This is an optimization exercise on Yosys and OpenROAD, whose aim is small area, a short achievable clock period and few clock cycles, not a production implementation.
Where RTL was checked, it was by simulation tests only, not by an equivalence proof against the original.
No driver is modelled on the clock port, so clock power and skew are understated where the tree is cut down; a real chip needs a root buffer or a tree.
Power is estimated from default activity; no workload was simulated.

==> v22 <==
==> flow/design.v (excerpt) <==
module tandem_motif_repeat_detector (
    input  logic                              aclk,
    input  logic                              aresetn,
    input  logic                              s_tvalid,
    output logic                              s_tready,
    input  logic [7:0]                        s_tdata,    
    input  logic [1:0]                        s_tuser,    
    input  logic                              s_tlast,    
    output logic                              m_tvalid,
    input  logic                              m_tready,
    output logic [7:0]                        m_tdata,    
    output logic [0:0]                        m_tuser,    
    input  logic                              cfg_valid,
    output logic                              cfg_ready,
    input  logic [tmr_pkg::CFG_IDX_W-1:0]     cfg_index,
    input  logic [tmr_pkg::CFG_DATA_W-1:0]    cfg_data
);
    logic [tmr_pkg::MOTIF_CHARS-1:0][tmr_pkg::BASE_W-1:0] motif;
    logic [1:0]                 motif_written;
    logic [tmr_pkg::SKIP_W-1:0] len_m1;
    logic [tmr_pkg::RUN_W-1:0]  min_rep;
    logic                       min_rep_is1;
    logic                       cfg_ok;
    logic accept;
    logic ready_reg;
    logic                       in_valid_reg;
    logic [tmr_pkg::BASE_W-1:0] in_base_reg;
    logic                       in_first_reg;
    logic                       in_last_reg;
    logic                       in_region_reg;
    logic                       in_restart;
    logic                       after_last_reg;    
    logic                       fwd_match;
    logic                       rev_match;
    logic scan_valid_reg;
    logic scan_restart_reg;
    logic scan_last_reg;
    logic scan_region_reg;
  ...
export LEC_CHECK = 0
export CAP_MARGIN = 20
export CORE_MARGIN = 2
export CORE_UTILIZATION = 70
export SLEW_MARGIN = 20
create_clock -name core_clock -period 10.0 [get_ports {aclk}]
standard.sh (not shown) runs the stock make flow with config.mk's settings and CLKGATE_MAP_FILE= SYNTH_SCRIPT=/design/flow/synth_recipe.tcl, a recipe that flattens the netlist after the stock synthesis.
==> flow/flow/run.sh <==
#!/bin/bash
# The standard layout (standard.sh: standard synthesis and ORFS steps at
# the design's clock period and SDC), with these changes to how it is made:
#  - repair_timing aims for a setup slack of 7.2 ns at the 10 ns clock, so
#    sizing and buffering shorten the critical paths;
#  - buf_1 as the port buffer of every input and output (repair upsizes it
#    where timing needs);
#  - CTS with clkbuf_8 leaves of at most 16 sinks and no dummy loads;
#  - after CTS, the tree's root buffer is removed so the clock port drives
#    the tree's first level (2 clock buffers) directly.
# Each step's output goes to its own log: make_cts.log, drop_clock_root.log,
# make_finish.log here, and ORFS's per-step logs under orfs/logs/.
set -euo pipefail
KNOBS=(SETUP_SLACK_MARGIN=7.0
  "BUFFER_PORTS_ARGS=-buffer_cell sky130_fd_sc_hd__buf_1"
  "CTS_ARGS=-sink_clustering_enable -repair_clock_nets -dont_use_dummy_load -root_buf sky130_fd_sc_hd__clkbuf_16 -buf_list sky130_fd_sc_hd__clkbuf_8 -sink_clustering_size 16 -sink_clustering_max_diameter 60")
bash standard.sh "${KNOBS[@]}" cts > make_cts.log 2>&1
RESULTS=$PWD/orfs/results/$FLOW_PLATFORM/tandem_motif_repeat_detector/base \
  openroad -no_init -exit flow/drop_clock_root.tcl > drop_clock_root.log 2>&1
bash standard.sh "${KNOBS[@]}" finish > make_finish.log 2>&1
==> flow/flow/drop_clock_root.tcl <==
proc drop_clock_root {} {
  set block [ord::get_db_block]
  set clknet [$block findNet aclk]
  set roots {}
  foreach it [$clknet getITerms] { lappend roots [$it getInst] }
  if {[llength $roots] != 1} { puts "drop_clock_root: port drives [llength $roots] pins, nothing done"; return }
  set root [lindex $roots 0]
  if {![string match "*clkbuf*" [[$root getMaster] getName]]} { puts "drop_clock_root: root is not a clock buffer"; return }
  set outnet ""
  foreach it [$root getITerms] { if {[[$it getMTerm] getName] eq "X"} { set outnet [$it getNet] } }
  set loads {}
  foreach it [$outnet getITerms] { if {[$it getInst] ne $root} { lappend loads $it } }
  if {[llength $loads] > 4} { puts "drop_clock_root: root drives [llength $loads] pins, nothing done"; return }
  foreach it $loads { $it disconnect; $it connect $clknet }
  odb::dbInst_destroy $root
  odb::dbNet_destroy $outnet
  puts "drop_clock_root: port now drives [llength $loads] clock buffers"
}

set results $::env(RESULTS)
read_db $results/4_cts.odb
drop_clock_root
write_db $results/4_cts.odb
==> v1 (differences from v22) <==
==> flow/flow/run.sh (replaced) <==
#!/bin/bash
# Standard layout (the standard.sh) with:
#  - repair_timing aiming for a setup slack of 7 ns at the 10 ns clock;
#  - buf_1 as the port buffer (repair upsizes it where timing needs);
#  - CTS with clkbuf_8 leaves of at most 16 sinks and no dummy loads;
#  - the clock tree's root buffer removed after CTS, so the clock port
#    drives the tree's first level (2 clock buffers) directly.
set -euo pipefail
KNOBS=(SETUP_SLACK_MARGIN=7.2
  "BUFFER_PORTS_ARGS=-buffer_cell sky130_fd_sc_hd__buf_1"
  "CTS_ARGS=-sink_clustering_enable -repair_clock_nets -dont_use_dummy_load -root_buf sky130_fd_sc_hd__clkbuf_16 -buf_list sky130_fd_sc_hd__clkbuf_8 -sink_clustering_size 16 -sink_clustering_max_diameter 60")
bash standard.sh "${KNOBS[@]}" cts > make_cts.log 2>&1
RESULTS=$PWD/orfs/results/$FLOW_PLATFORM/tandem_motif_repeat_detector/base \
  openroad -no_init -exit flow/drop_clock_root.tcl > drop_clock_root.log 2>&1
bash standard.sh "${KNOBS[@]}" finish > make_finish.log 2>&1
==> comparison table <==
|  | v22 | v1 |
|---|---|---|
| Via count of the first global-routing pass | 6,932 | 7,016 |
| Clock group share of total power | 26.1% | 26.0% |
| Multi-input gates | 595 | 597 |
| Status | no timing/DRC/antenna violations | no timing/DRC/antenna violations |
| DP Worst Slack | 6.33 ns | 6.36 ns |
| Total power of the final layout | 1.66 mW | 1.67 mW |
| Net switching power of the design | 381 uW | 386 uW |
| Number of ordinary and repair buffers in the finished layout | 94 | 99 |
| Worst IR drop on VDD | 0.147 mV | 0.142 mV |
| Arrival time of data at the critical path endpoint | 2.98 ns | 0.80 ns |
| Global routing usage summed across all routing layers | 28.0% | 28.5% |
| Seq. cell area | 6360 um2 | 6370 um2 |
| Placement Cell Area | 11,000 um2 | 11,000 um2 |
| Worst path depth | 2 | 1 |
| Largest net degree at the start of global routing | 66 | 36 |
| Final worst hold slack | 0.338 ns | 0.330 ns |
| Number of vias per cell after detailed routing | 6.13 | 6.21 |
| Fraction of power spent switching nets | 22.9% | 23.1% |
| Critical path capture point type | register | primary output |
| Final core utilization | 77.1% | 78.4% |
| Total power divided by cell area | 147 nW/um2 | 146 nW/um2 |
| R2r startpoint | in_base_reg[3] | u_cfg.len_m1_reg[1] |
| Met3 Track Usage GR | 4.05% | 5.23% |
| Placed wire-length estimate after detailed placement | 15.3 mm | 15.3 mm |
Testbench counts of v22, summed over its fixed seeds: cycles 41,687.
Testbench counts of v1, summed over its fixed seeds: cycles 41,687.

========
==> inputs of job 5833 <==
Another version of the RTL of tandem_motif_repeat_detector (not shown whole).
export LEC_CHECK = 0
export CAP_MARGIN = 20
export CORE_MARGIN = 2
export CORE_UTILIZATION = 70
export SLEW_MARGIN = 20
create_clock -name core_clock -period 10.0 [get_ports {aclk}]
==> flow/flow/run.sh <==
#!/bin/bash
# Standard layout (the standard.sh) with:
#  - repair_timing aiming for a setup slack of 7 ns at the 10 ns clock;
#  - buf_1 as the port buffer (repair upsizes it where timing needs);
#  - CTS with clkbuf_8 leaves of at most 16 sinks and no dummy loads;
#  - the clock tree's root buffer removed after CTS, so the clock port
#    drives the tree's first level (2 clock buffers) directly.
set -euo pipefail
KNOBS=(SETUP_SLACK_MARGIN=7.2 TNS_END_PERCENT=10
  "BUFFER_PORTS_ARGS=-buffer_cell sky130_fd_sc_hd__buf_1"
  "CTS_ARGS=-sink_clustering_enable -repair_clock_nets -dont_use_dummy_load -root_buf sky130_fd_sc_hd__clkbuf_16 -buf_list sky130_fd_sc_hd__clkbuf_8 -sink_clustering_size 16 -sink_clustering_max_diameter 60")
bash standard.sh "${KNOBS[@]}" cts > make_cts.log 2>&1
RESULTS=$PWD/orfs/results/$FLOW_PLATFORM/tandem_motif_repeat_detector/base \
  openroad -no_init -exit flow/drop_clock_root.tcl > drop_clock_root.log 2>&1
bash standard.sh "${KNOBS[@]}" finish > make_finish.log 2>&1
Scripts as last shown in full above: flow/flow/drop_clock_root.tcl
==> job 345: changes against job 5833 <==
--- a/flow/design.v
+++ b/flow/design.v
@@ -20,54 +20,43 @@
 module tmr_cfg_regs (
     input  logic                                                   aclk,
     input  logic                                                   aresetn,
     input  logic                                                   cfg_valid,
     output logic                                                   cfg_ready,
     input  logic [tmr_pkg::CFG_IDX_W-1:0]                          cfg_index,
     input  logic [tmr_pkg::CFG_DATA_W-1:0]                         cfg_data,
     output logic [tmr_pkg::MOTIF_CHARS-1:0][tmr_pkg::BASE_W-1:0]   motif,
-    output logic [1:0]                                             motif_written,
     output logic [tmr_pkg::SKIP_W-1:0]                             len_m1,
     output logic [tmr_pkg::RUN_W-1:0]                              min_rep,
     output logic                                                   min_rep_is1,
     output logic                                                   cfg_ok
 );
     logic [tmr_pkg::CFG_DATA_W-1:0] motif_low_reg;
     logic [tmr_pkg::CFG_DATA_W-1:0] motif_high_reg;
     logic [tmr_pkg::SKIP_W-1:0]     len_m1_reg;    
     logic                           len_ok_reg;    
     logic [tmr_pkg::RUN_W-1:0]      min_rep_reg;
     assign cfg_ready = 1'b1;
-    logic motif_low_written_reg;
-    logic motif_high_written_reg;
+    logic [tmr_pkg::CFG_DATA_W-1:0] wdata;
+    logic                           we_low;
+    logic                           we_high;
+    assign wdata   = aresetn ? cfg_data : '0;
+    assign we_low  = !aresetn || (cfg_valid && (cfg_index == tmr_pkg::REG_MOTIF_LOW));
+    assign we_high = !aresetn || (cfg_valid && (cfg_index == tmr_pkg::REG_MOTIF_HIGH));
     always_ff @(posedge aclk) begin
-        if (cfg_valid && (cfg_index == tmr_pkg::REG_MOTIF_LOW)) begin
-            motif_low_reg <= cfg_data;
+        if (we_low) begin
+            motif_low_reg <= wdata;
         end
-        if (cfg_valid && (cfg_index == tmr_pkg::REG_MOTIF_HIGH)) begin
-            motif_high_reg <= cfg_data;
+        if (we_high) begin
+            motif_high_reg <= wdata;
         end
     end
     always_ff @(posedge aclk) begin
         if (!aresetn) begin
-            motif_low_written_reg  <= 1'b0;
-            motif_high_written_reg <= 1'b0;
-        end else if (cfg_valid) begin
-            if (cfg_index == tmr_pkg::REG_MOTIF_LOW) begin
-                motif_low_written_reg <= 1'b1;
-            end
-            if (cfg_index == tmr_pkg::REG_MOTIF_HIGH) begin
-                motif_high_written_reg <= 1'b1;
-            end
-        end
-    end
-    assign motif_written = {motif_high_written_reg, motif_low_written_reg};
-    always_ff @(posedge aclk) begin
-        if (!aresetn) begin
             len_m1_reg  <= '1;
             len_ok_reg  <= 1'b0;
             min_rep_reg <= tmr_pkg::RUN_W'(1);
         end else if (cfg_valid) begin
             case (cfg_index)
                 tmr_pkg::REG_MOTIF_LENGTH: begin
                     len_m1_reg <= cfg_data[tmr_pkg::SKIP_W-1:0] - 1'b1;
                     len_ok_reg <= (cfg_data[tmr_pkg::LEN_W-1:0] != '0) &&
@@ -116,53 +105,46 @@
 endmodule
 `timescale 1ns / 1ps
 module tmr_window (
     input  logic                                                   aclk,
     input  logic                                                   accept,
     input  logic                                                   restart,
     input  logic [tmr_pkg::BASE_W-1:0]                             base,
     input  logic [tmr_pkg::MOTIF_CHARS-1:0][tmr_pkg::BASE_W-1:0]   motif,
-    input  logic [1:0]                                             motif_written,   
     input  logic [tmr_pkg::SKIP_W-1:0]                             len_m1,
     output logic                                                   fwd_match,
     output logic                                                   rev_match
 );
     localparam int N = tmr_pkg::MOTIF_CHARS;
     logic [N-1:0] fwd_reg;
     logic [N-1:0] rev_reg;
     logic [N-1:0] fwd_next;
     logic [N-1:0] rev_next;
     logic [N-1:0] eq;
     logic [N-1:0] eqc;
     logic [N-1:0] rev_start;
     logic         is_at;
     logic         is_nuc;
     logic         is_cg;
-    logic         is_zero;
     logic [7:0]   base_c;
     assign is_at  = (base == tmr_pkg::CHAR_A) || (base == tmr_pkg::CHAR_T);
     assign is_cg  = (base == tmr_pkg::CHAR_C) || (base == tmr_pkg::CHAR_G);
     assign is_nuc = is_at || is_cg;
-    assign is_zero = (base == '0);
     assign base_c = base ^ {3'b000, is_at, 1'b0, is_nuc, 1'b0, is_at};
     always_comb begin
         logic [tmr_pkg::BASE_W-1:0] d;
         logic                       z;
         for (int k = 0; k < N; k++) begin
             d      = base ^ motif[k];
             z      = !(d[7] || d[6] || d[5] || d[3] || d[1]);
             eq[k]  = z && !d[4] && !d[2] && !d[0];
             eqc[k] = z && ((!d[4] && !d[2] && !d[0] && !is_nuc) ||
                            (d[4] && d[2] && d[0] && is_at) ||
                            (!d[4] && d[2] && !d[0] && is_cg));
-            if (!motif_written[k / 8]) begin
-                eq[k]  = is_zero;
-                eqc[k] = is_zero;
-            end
             rev_start[k] = (len_m1 <= 4'(k));
         end
         for (int k = 0; k < N; k++) begin
             fwd_next[k] = eq[k] && ((k == 0) || (!restart && fwd_reg[(k == 0) ? 0 : k - 1]));
             rev_next[k] = eqc[k] && (rev_start[k] || (!restart && rev_reg[(k == N - 1) ? k : k + 1]));
         end
     end
     always_ff @(posedge aclk) begin
@@ -188,17 +170,16 @@
     output logic [7:0]                        m_tdata,    
     output logic [0:0]                        m_tuser,    
     input  logic                              cfg_valid,
     output logic                              cfg_ready,
     input  logic [tmr_pkg::CFG_IDX_W-1:0]     cfg_index,
     input  logic [tmr_pkg::CFG_DATA_W-1:0]    cfg_data
 );
     logic [tmr_pkg::MOTIF_CHARS-1:0][tmr_pkg::BASE_W-1:0] motif;
-    logic [1:0]                 motif_written;
     logic [tmr_pkg::SKIP_W-1:0] len_m1;
     logic [tmr_pkg::RUN_W-1:0]  min_rep;
     logic                       min_rep_is1;
     logic                       cfg_ok;
     logic accept;
     logic ready_reg;
     logic                       in_valid_reg;
     logic [tmr_pkg::BASE_W-1:0] in_base_reg;
@@ -233,17 +214,16 @@
     tmr_cfg_regs u_cfg (
         .aclk      (aclk),
         .aresetn   (aresetn),
         .cfg_valid (cfg_valid),
         .cfg_ready (cfg_ready),
         .cfg_index (cfg_index),
         .cfg_data  (cfg_data),
         .motif     (motif),
-        .motif_written (motif_written),
         .len_m1    (len_m1),
         .min_rep     (min_rep),
         .min_rep_is1 (min_rep_is1),
         .cfg_ok    (cfg_ok)
     );
     assign s_tready = ready_reg;
     assign accept   = s_tvalid && ready_reg;
     always_ff @(posedge aclk) begin
@@ -268,17 +248,16 @@
         end
     end
     tmr_window u_window (
         .aclk      (aclk),
         .accept    (in_valid_reg),
         .restart   (in_restart),
         .base      (in_base_reg),
         .motif     (motif),
-        .motif_written (motif_written),
         .len_m1    (len_m1),
         .fwd_match (fwd_match),
         .rev_match (rev_match)
     );
     always_ff @(posedge aclk) begin
         if (!aresetn) begin
             scan_valid_reg <= 1'b0;
         end else begin
==> flow/flow/run.sh (replaced) <==
#!/bin/bash
# Standard layout (the standard.sh) with:
#  - repair_timing aiming for a setup slack of 7 ns at the 10 ns clock;
#  - buf_1 as the port buffer (repair upsizes it where timing needs);
#  - CTS with clkbuf_8 leaves of at most 16 sinks and no dummy loads;
#  - the clock tree's root buffer removed after CTS, so the clock port
#    drives the tree's first level (2 clock buffers) directly.
set -euo pipefail
KNOBS=(SETUP_SLACK_MARGIN=7.2
  "BUFFER_PORTS_ARGS=-buffer_cell sky130_fd_sc_hd__buf_1"
  "CTS_ARGS=-sink_clustering_enable -repair_clock_nets -dont_use_dummy_load -root_buf sky130_fd_sc_hd__clkbuf_16 -buf_list sky130_fd_sc_hd__clkbuf_8 -sink_clustering_size 16 -sink_clustering_max_diameter 60")
bash standard.sh "${KNOBS[@]}" cts > make_cts.log 2>&1
RESULTS=$PWD/orfs/results/$FLOW_PLATFORM/tandem_motif_repeat_detector/base \
  openroad -no_init -exit flow/drop_clock_root.tcl > drop_clock_root.log 2>&1
bash standard.sh "${KNOBS[@]}" finish > make_finish.log 2>&1
==> job 7024: changes against job 5833 <==
Settings changed: CORE_UTILIZATION 70 to 80.
==> flow_metrics.env <==
export IMPL_peakVddDrop_v=0.000129
export IMPL_tightest_slew_ps=1070
export IMPL_crit_path_max_incr_delay_ps=400
export IMPL_p_leak_nw=4.05
export IMPL_drt_iter0_drc=556
export IMPL_status="no timing/DRC/antenna violations"
export IMPL_final_cells=1174
export IMPL_final_util_pct=77.0
export IMPL_skew_ps=29.0
export IMPL_whs_ps=338
export IMPL_p_comb_share_pct=12.2
export IMPL_fin_crit_sh_pct=28.7
export IMPL_synth_compound_gate_area_share_pct=6.69
Source of the figures above: job 345

==> flow_metrics.env <==
export IMPL_peakVddDrop_v=0.000163
export IMPL_p_comb_share_pct=9.8
export IMPL_crit_path_max_incr_delay_ps=450
export IMPL_final_cells=1145
export IMPL_tightest_slew_ps=1020
export IMPL_status="no timing/DRC/antenna violations"
export IMPL_whs_ps=339
export IMPL_drt_iter0_drc=672
export IMPL_synth_compound_gate_area_share_pct=10.3
export IMPL_p_leak_nw=3.92
export IMPL_final_util_pct=76.4
export IMPL_fin_crit_sh_pct=28.8
Source of the figures above: job 5833

==> flow_metrics.env <==
export IMPL_synth_compound_gate_area_share_pct=10.3
export IMPL_status="no timing/DRC/antenna violations"
export IMPL_final_util_pct=87.5
export IMPL_whs_ps=369
export IMPL_ys_seq_area_share_pct=58.7
export IMPL_p_leak_nw=3.91
export IMPL_layout_nets=1048
export IMPL_peakVddDrop_v=0.000164
export IMPL_drt_iter0_drc=1216
export IMPL_overflow=0
export IMPL_p_comb_share_pct=10.2
export IMPL_multi_input_area_sq_um=4110
export IMPL_crit_path_max_incr_delay_ps=300
export IMPL_tightest_slew_ps=839
export IMPL_final_cells=1132
Source of the figures above: job 7024

No run of this note included a check of the RTL's function; only the layout flow was run.

afterwards: timing with drivers on the ports:
The flow's constraints put no driver on any port. The routed layouts listed below were extracted and timed again, unchanged, in two steps.
Step 1, drivers: a clkbuf_16 drives aclk and a buf_2 each remaining input, both assumed.
Step 2 also shifts input and output timing later by t, the mid clock arrival at the registers, as if the neighbouring blocks saw the same clock.
Three values: ideal ports, drivers, drivers and shift; two values: the first two.
run | shift t [ns] | setup slack, ns | worst hold slack (ns) | worst register clock-pin slew, ns
v22 | 0.383 | 6.970 / 7.007 / 6.624 | 0.338 / 0.338 / 0.338 | 0.10 / 0.10
v1 | 0.388 | 7.196 / 7.137 / 6.860 | 0.330 / 0.330 / 0.330 | 0.11 / 0.11
job 5833 | 0.383 | 7.123 / 7.069 / 6.774 | 0.339 / 0.339 / 0.339 | 0.10 / 0.10
job 345 | 0.387 | 7.128 / 7.070 / 6.809 | 0.338 / 0.338 / 0.338 | 0.11 / 0.11
job 7024 | 0.379 | 7.107 / 7.071 / 6.744 | 0.369 / 0.369 / 0.369 | 0.11 / 0.11
After both steps every run listed still meets setup and hold. For job 7024, which loses most, drivers alone change the setup slack by -0.036 ns; drivers and shift together by -0.363 ns.
